Context: an optimization exercise on an open-source flow, tuned for small area and a short achievable clock period. The choices shown serve that exercise and are no tape-out recipe.
In this exercise RTL edits were held to simulation tests only and were not proved equivalent to the original.
Power and IR drop assume default switching activity.

## fir_sym_top
module fir_sym_top (
  input  logic                 clk,
  input  logic                 rst_n,
  input  logic                 in_valid,
  input  fir_pkg::sample_t     in_data,
  input  logic                 coef_wr,
  input  fir_pkg::coef_addr_t  coef_addr,
  input  fir_pkg::coef_t       coef_data,
  output logic                 out_valid,
  output fir_pkg::acc_t        out_data
);
Size: roughly 7700 cells after synthesis, roughly 84 I/O pins.
==> flow/config.mk <==
export PLATFORM = sky130hd
export DESIGN_NAME = fir_sym_top
export DESIGN_NICKNAME = fir_sym_top
export VERILOG_FILES = /design/flow/design.v
export SDC_FILE = /design/flow/constraint.sdc
export NUM_CORES = 4
export LEC_CHECK = 0
export CAP_MARGIN = 50
export CORE_MARGIN = 2
export CORE_UTILIZATION = 40
export SLEW_MARGIN = 70
export SYNTH_HIERARCHICAL = 1
==> flow/constraint.sdc <==
create_clock -name core_clock -period 9.0 [get_ports {clk}]
set_input_delay 1.8000 -clock core_clock [delete_from_list [all_inputs] [get_ports {clk}]]
set_output_delay 1.8000 -clock core_clock [all_outputs]
set_load 0.01 [all_outputs]
run.sh (not shown) runs the stock make flow with config.mk's settings and CLKGATE_MAP_FILE= SYNTH_SCRIPT=/design/flow/synth_recipe.tcl, a recipe that flattens the netlist after the stock synthesis.
The baseline finished clean.
Next try:
==> flow/flow/run.sh (new file) <==
#!/bin/bash
# The standard layout (standard.sh: the standard synthesis, then ORFS from
# floorplan to finish) with two changes passed to make:
#  - the input and output ports get sky130_fd_sc_hd__buf_2 buffers instead
#    of the cell buffer_ports picks by itself (a clkdlybuf4s50_1 delay
#    cell); every port still gets one;
#  - timing repair aims for 3.4 ns (setup margin 5.6 ns at the 9 ns clock)
#    instead of stopping once the 9 ns clock is met.
# Everything else, including the clock period and constraints, is the
# standard flow's. The full make output is in standard.log.
set -euo pipefail
bash standard.sh "BUFFER_PORTS_ARGS=-buffer_cell sky130_fd_sc_hd__buf_2" \
  SETUP_SLACK_MARGIN=5.6 finish > standard.log 2>&1
==> flow/standard.sh (new file) <==
#!/bin/bash
# synth_recipe.tcl (not shown) runs the flow's synth.tcl, then flattens the netlist and writes it again
# the make line also repeats each setting of config.mk as NAME=value (left out here)
make -C /OpenROAD-flow-scripts/flow DESIGN_CONFIG=/design/flow/config.mk WORK_HOME=/design/flow/orfs CLKGATE_MAP_FILE= SYNTH_SCRIPT=/design/flow/synth_recipe.tcl "${@:-finish}"
- CAP_MARGIN: 50 -> 20
- CORE_UTILIZATION: 40 -> 55
- CTS_CLUSTER_DIAMETER: unset -> 110
- CTS_CLUSTER_SIZE: unset -> 26
- PLACE_DENSITY: unset -> 0.72
- SLEW_MARGIN: 70 -> 30
removed: flow/run.sh
After rerunning: The new run completed with no timing, DRC or antenna violations. Final area came out lower by 6.4%. First-iteration DRC count came out lower by 2.9%. Critical path depth stays the same. Register-to-register slack gets better by 0.30 ns. Sequential share of layout area came out higher by 2.0 points. Synthesized area stays the same. Sequential cell count is unchanged.

---

wip/yarrow:
fir_sym_top again, from the RTL that the note above started with.
clock: 9.0 ns
lec_check: 0
cap_margin: 50
core_margin: 2
core_utilization: 55
cts_cluster_diameter: 90
cts_cluster_size: 18
place_density: 0.72
slew_margin: 70
synth_hierarchical: 1
standard.sh (not shown) runs the stock make flow with config.mk's settings and CLKGATE_MAP_FILE= SYNTH_SCRIPT=/design/flow/synth_recipe.tcl, a recipe that flattens the netlist after the stock synthesis.
==> flow/flow/run.sh <==
#!/bin/bash
# The standard layout (standard.sh: the standard synthesis, then ORFS from
# floorplan to finish) with two changes passed to make:
#  - the input and output ports get sky130_fd_sc_hd__buf_2 buffers instead
#    of the cell buffer_ports picks by itself (a clkdlybuf4s50_1 delay
#    cell); every port still gets one;
#  - timing repair aims for 3.4 ns (setup margin 5.6 ns at the 9 ns clock)
#    instead of stopping once the 9 ns clock is met.
# Everything else, including the clock period and constraints, is the
# standard flow's. The full make output is in standard.log.
set -euo pipefail
bash standard.sh "BUFFER_PORTS_ARGS=-buffer_cell sky130_fd_sc_hd__buf_2" \
  SETUP_SLACK_MARGIN=5.6 finish > standard.log 2>&1
[inputs] wip/quartz vs wip/yarrow
- SLEW_MARGIN: 70 -> 45
- CTS_CLUSTER_DIAMETER: 90 -> 100
- CAP_MARGIN: 50 -> 30
- CTS_CLUSTER_SIZE: 18 -> 22
Findings:
Compared with wip/yarrow, wip/quartz shows a lower number of nets in the layout. Diff wip/yarrow -> wip/quartz: number of clock buffers in the layout shows a reduction of 52, synthesis-to-finish area growth shows a reduction of 1.9 points, number of inverters outside the clock class in the layout shows no meaningful change. Launch point of the worst path: digits[97] -> wip/quartz, digits[34] -> wip/yarrow. wip/yarrow was routed with more vias than wip/quartz. For wip/quartz, the worst setup path endpoint was st1[199], unlike wip/yarrow, where it was st1[228]. wip/quartz ends up with lower pre-CTS setup slack than wip/yarrow does.
Changes in wip/indigo relative to wip/quartz:
- removing CTS_CLUSTER_SIZE (formerly 22)
- removing CTS_CLUSTER_DIAMETER (formerly 100)
- changing SLEW_MARGIN from 45 to 70
- changing CAP_MARGIN from 30 to 50
--- outcome ---
Count of routing violations after the opening detailed-route iteration: wip/quartz vs wip/indigo — no meaningful difference
As far as maximum root-to-sink buffer count goes, wip/quartz and wip/indigo are indistinguishable; the numbers are identical.
Of wip/indigo and wip/quartz, it is wip/indigo that has the lower multi-input gate share of the layout cell area.
Going from wip/quartz to wip/indigo, largest stage delay on the critical path lower; power consumption now sits higher; filler cell count in the final layout shows a reduction of about 2.4%.
Compare wip/indigo and wip/quartz | worst voltage drop across the vdd grid lower: wip/quartz
In wip/indigo the slew at the pin with the worst max-slew slack turned out 0.32 ns lower than in wip/quartz.
Taking wip/quartz as the reference point, the insertion delay to the later sink of the worst-skew pair of wip/indigo rises by 0.12 ns.

what the ideal ports hide:
The flow's constraints put no driver on any port. The routed layouts listed below were extracted and timed again, unchanged, in two steps.
Step 1 (the two cells are an assumption about what drives the block):
set clk [get_ports {clk}]
set_driving_cell -lib_cell sky130_fd_sc_hd__clkbuf_16 $clk
set_driving_cell -lib_cell sky130_fd_sc_hd__buf_2 [delete_from_list [all_inputs] $clk]
Step 2 also shifts input and output timing later by t, the mid clock arrival at the registers, as if the neighbouring blocks saw the same clock.
Slacks: ideal ports / drivers / drivers and shift; pairs: ideal ports / drivers.
run | t (ns) | setup slack, ns | hold slack, ns | worst setup path after step 2 | pins driven straight from the clock port
the first run of note 1 | 0.930 | 5.153 / 5.153 / 5.153 | 0.327 / 0.327 / 0.327 | register to register | 1
the second run of note 1 | 0.846 | 5.454 / 5.454 / 5.301 | 0.335 / 0.335 / 0.335 | input to register | 1
wip/yarrow | 0.844 | 5.522 / 5.522 / 5.522 | 0.331 / 0.331 / 0.331 | register to register | 1
wip/quartz | 0.806 | 5.558 / 5.558 / 5.323 | 0.332 / 0.332 / 0.332 | input to register | 1
wip/indigo | 0.917 | 5.510 / 5.510 / 5.510 | 0.325 / 0.325 / 0.325 | register to register | 1
After both steps setup and hold are still met in every run listed. The setup slack of wip/quartz, which loses most, moves by 0.000 ns with the drivers and by -0.235 ns with both steps.
